Background: an optimization exercise with open tools, aiming at small area. Do not read the settings as production practice.
In this exercise RTL edits were held to simulation tests only and were not proved equivalent to the original.
No activity file was given, so power comes from the tool's default toggle rates.

Setup of run A:
Design pooling_unit, start of the top module:
module pooling_unit #(
  parameter  int IL       = 4,
  parameter  int FL       = 16,
  parameter  int CHANNELS = 4,
  parameter  int MAX_LEN  = 16,
  localparam int LEN_W    = $clog2(MAX_LEN + 1),
  localparam int DW       = IL + FL
) (
  input  logic                   clk,
  input  logic                   rst,
  input  logic                   start,
  input  logic                   mode,
  input  logic [LEN_W-1:0]       len_cfg,
  input  logic [CHANNELS*DW-1:0] in_data,
  input  logic                   in_valid,
  output logic                   in_ready,
  output logic [CHANNELS*DW-1:0] out_data,
  output logic                   out_valid,
  input  logic                   out_ready,
  output logic                   busy
);
  localparam int AW = 24;
  localparam int CW = 11;          
  pooling_pkg::state_t state_q;
  logic          mode_q;           
  logic [4:0]    len_q;
  logic [4:0]    j_q;              
  logic [3:0]    k_q;              
  logic [AW-1:0] p_q [4];
  logic [3:0]    c1_q;             
  logic [4:0]    len_c, j_inc;
  logic          beat, first, last_beat, shift, clr, flush, lane_end;
  logic          s_sum_lo, s_sum_hi;
  logic [3:0]    s_u;
  logic          div_a, act_b, out_a, inc_b, tail;
  assign len_c = (len_cfg > 5'd16) ? 5'd16 : len_cfg;
  assign in_ready  = state_q[0] && !state_q[2];
  assign out_valid = state_q[2] && !state_q[0];
  assign busy      = |state_q;
  assign j_inc     = j_q + 5'd1;
  assign beat      = in_ready && in_valid;
  assign first     = (j_q == 5'd0);
  assign last_beat = beat && (j_inc == len_q);
  assign flush     = state_q[2] && state_q[0];
  assign shift     = state_q[1];
  assign clr       = !busy;
  assign lane_end  = (j_q == 5'd23);
  assign s_sum_lo  = beat && !mode_q;
  assign s_sum_hi  = s_sum_lo || flush;
  assign div_a = !mode_q && (k_q[0] == k_q[2]) && !k_q[3];
  assign act_b = k_q[3] || (k_q[0] && !k_q[2]) || (!k_q[0] && k_q[1] && k_q[2]);
  pool_divider u_div (
    .clk   (clk),
    .len   (len_q),
    .j     (j_q),
    .div_a (div_a),
    .tap_a (p_q[2][AW-1]),
    .out_a (out_a),
    .inc_b (inc_b)
  );
  assign tail = p_q[3][AW-1] ^ (act_b && ((mode_q || inc_b) ^ (j_q == 5'd4)));
  for (genvar g = 0; g < 4; g++) begin : g_lane
  ...
Size: about 750 cells after synthesis, roughly 130 flip-flops.
export LEC_CHECK = 0
export CAP_MARGIN = 20
export CORE_MARGIN = 2
export CORE_UTILIZATION = 40
export CTS_BUF_LIST = sky130_fd_sc_hd__clkbuf_8
export CTS_CLUSTER_SIZE = 40
export SLEW_MARGIN = 20
export SYNTH_HIERARCHICAL = 1
export SYNTH_MINIMUM_KEEP_SIZE = 0
create_clock -name core_clock -period 6.0 [get_ports {clk}]
standard.sh (not shown) runs the stock make flow with config.mk's settings and CLKGATE_MAP_FILE= SYNTH_SCRIPT=/design/flow/synth_recipe.tcl, a recipe that flattens the netlist after the stock synthesis.
==> flow/flow/run.sh <==
#!/bin/bash
# Layout flow: the standard ORFS flow (standard.sh, unchanged synthesis
# and steps), with settings of ORFS's own scripts:
#  * the port buffers that global placement inserts are the smallest buffer
#    cell, sky130_fd_sc_hd__buf_1, instead of the default pick (every input
#    and output port still gets its buffer);
#  * clock tree synthesis clusters the flip-flops under small clkbuf_4
#    sink buffers, with a clkbuf_8 root, and adds no dummy loads.
set -o pipefail
export BUFFER_PORTS_ARGS="-buffer_cell sky130_fd_sc_hd__buf_1"
export CTS_ARGS="-sink_clustering_enable -repair_clock_nets -root_buf sky130_fd_sc_hd__clkbuf_8 -buf_list {sky130_fd_sc_hd__clkbuf_4 sky130_fd_sc_hd__clkbuf_8} -sink_clustering_buffer sky130_fd_sc_hd__clkbuf_4 -sink_clustering_size 12 -dont_use_dummy_load"
SETUP_SLACK_MARGIN=-0.25 bash standard.sh floorplan > standard_floorplan.log 2>&1 || exit 1
bash standard.sh > standard.log 2>&1
Inputs modified between run A and run B:
Settings: changing CORE_UTILIZATION from 40 to 25.
diff --git a/flow/flow/run.sh b/flow/flow/run.sh
--- a/flow/flow/run.sh
+++ b/flow/flow/run.sh
@@ -10,4 +10,3 @@
 export BUFFER_PORTS_ARGS="-buffer_cell sky130_fd_sc_hd__buf_1"
 export CTS_ARGS="-sink_clustering_enable -repair_clock_nets -root_buf sky130_fd_sc_hd__clkbuf_8 -buf_list {sky130_fd_sc_hd__clkbuf_4 sky130_fd_sc_hd__clkbuf_8} -sink_clustering_buffer sky130_fd_sc_hd__clkbuf_4 -sink_clustering_size 12 -dont_use_dummy_load"
-SETUP_SLACK_MARGIN=-0.25 bash standard.sh floorplan > standard_floorplan.log 2>&1 || exit 1
 bash standard.sh > standard.log 2>&1
Run B vs. run A: worst setup slack after placement saw a decrease; worst-case setup margin in the final layout has decreased; required time at the endpoint of the critical path about even; final hold slack went up 0.0032 ns; final standard cell area without fillers rose by about 2%.
Core util | run B vs run A | run B lower
Going from run A to run B, overall routed net length grew by more than 10%.
> inputs changed (run B -> run C)
Settings: CORE_UTILIZATION changed from 25 to 35.
## What came out
Compare run B and run C | switching share of power higher: run B
Compared with run B, in run C number of ordinary and repair buffers in the finished layout lost 1, setup slack increased by 0.051 ns relative to the old numbers, arrival time reported for the critical path endpoint went down.
The worst-path cell with the longest stage delay comes out nor2_2 in one run and nor3_4 in the other, namely in run B and run C respectively.
Diff run B -> run C: number of setup violations in the final report flat; width of the die down 15%.
diff inputs: run C => run D
Settings: CORE_UTILIZATION: 35 -> 30.
### Flow results
Run D vs run C, met3 wire length went down by 13%. Run D vs run C, worst path setup slack after routing went down by 0.024 ns. Side by side, combined area of the multi-input logic cells turned out higher in run D than in run C. Re maximum fanout along the worst path: no difference whatsoever between run D and run C.
The following lists how run E was set up differently from run D:
Settings: changing CORE_UTILIZATION from 30 to 40.
Notes after the runs:
- Utilization after layout, run E and run D: smaller value in run D
- Placed instance count for run E is lower than for run D.
- Clock skew on run E is down relative to run D.
- Run E vs run D — combinational cell fraction of total power dropped 0.5 points.
- Clock period minus worst slack on run E is down relative to run D.
- Sort run E and run D by wire length per cell, ascending, and run E comes first.

-- port drivers added, routing unchanged --
Ports are ideal in the flow. The routed layouts listed here were re-timed in OpenROAD. Step 1 (the two cells are an assumption about what drives the block):
set clk [get_ports {clk}]
set_driving_cell -lib_cell sky130_fd_sc_hd__clkbuf_16 $clk
set_driving_cell -lib_cell sky130_fd_sc_hd__buf_2 [delete_from_list [all_inputs] $clk]
Step 2 adds t to the input delays and takes it off the output delays; t is the mean of the earliest and latest rising clock arrival at the registers after step 1. Input paths then give back, and output paths get back, about the clock's delay inside the block. a / b / c = ideal ports / drivers / drivers and shift; a / b = the first two.
run	t (ns)	setup WS [ns]	cell pins on the clock port's net
run A	0.470	0.170 / 0.176 / -0.294	1
run B	0.471	0.149 / 0.160 / -0.310	1
run C	0.471	0.201 / 0.208 / -0.263	1
run D	0.467	0.177 / 0.184 / -0.283	1
run E	0.472	0.197 / 0.206 / -0.266	1
Met with ideal ports but missed after step 2: setup timing in every run listed.
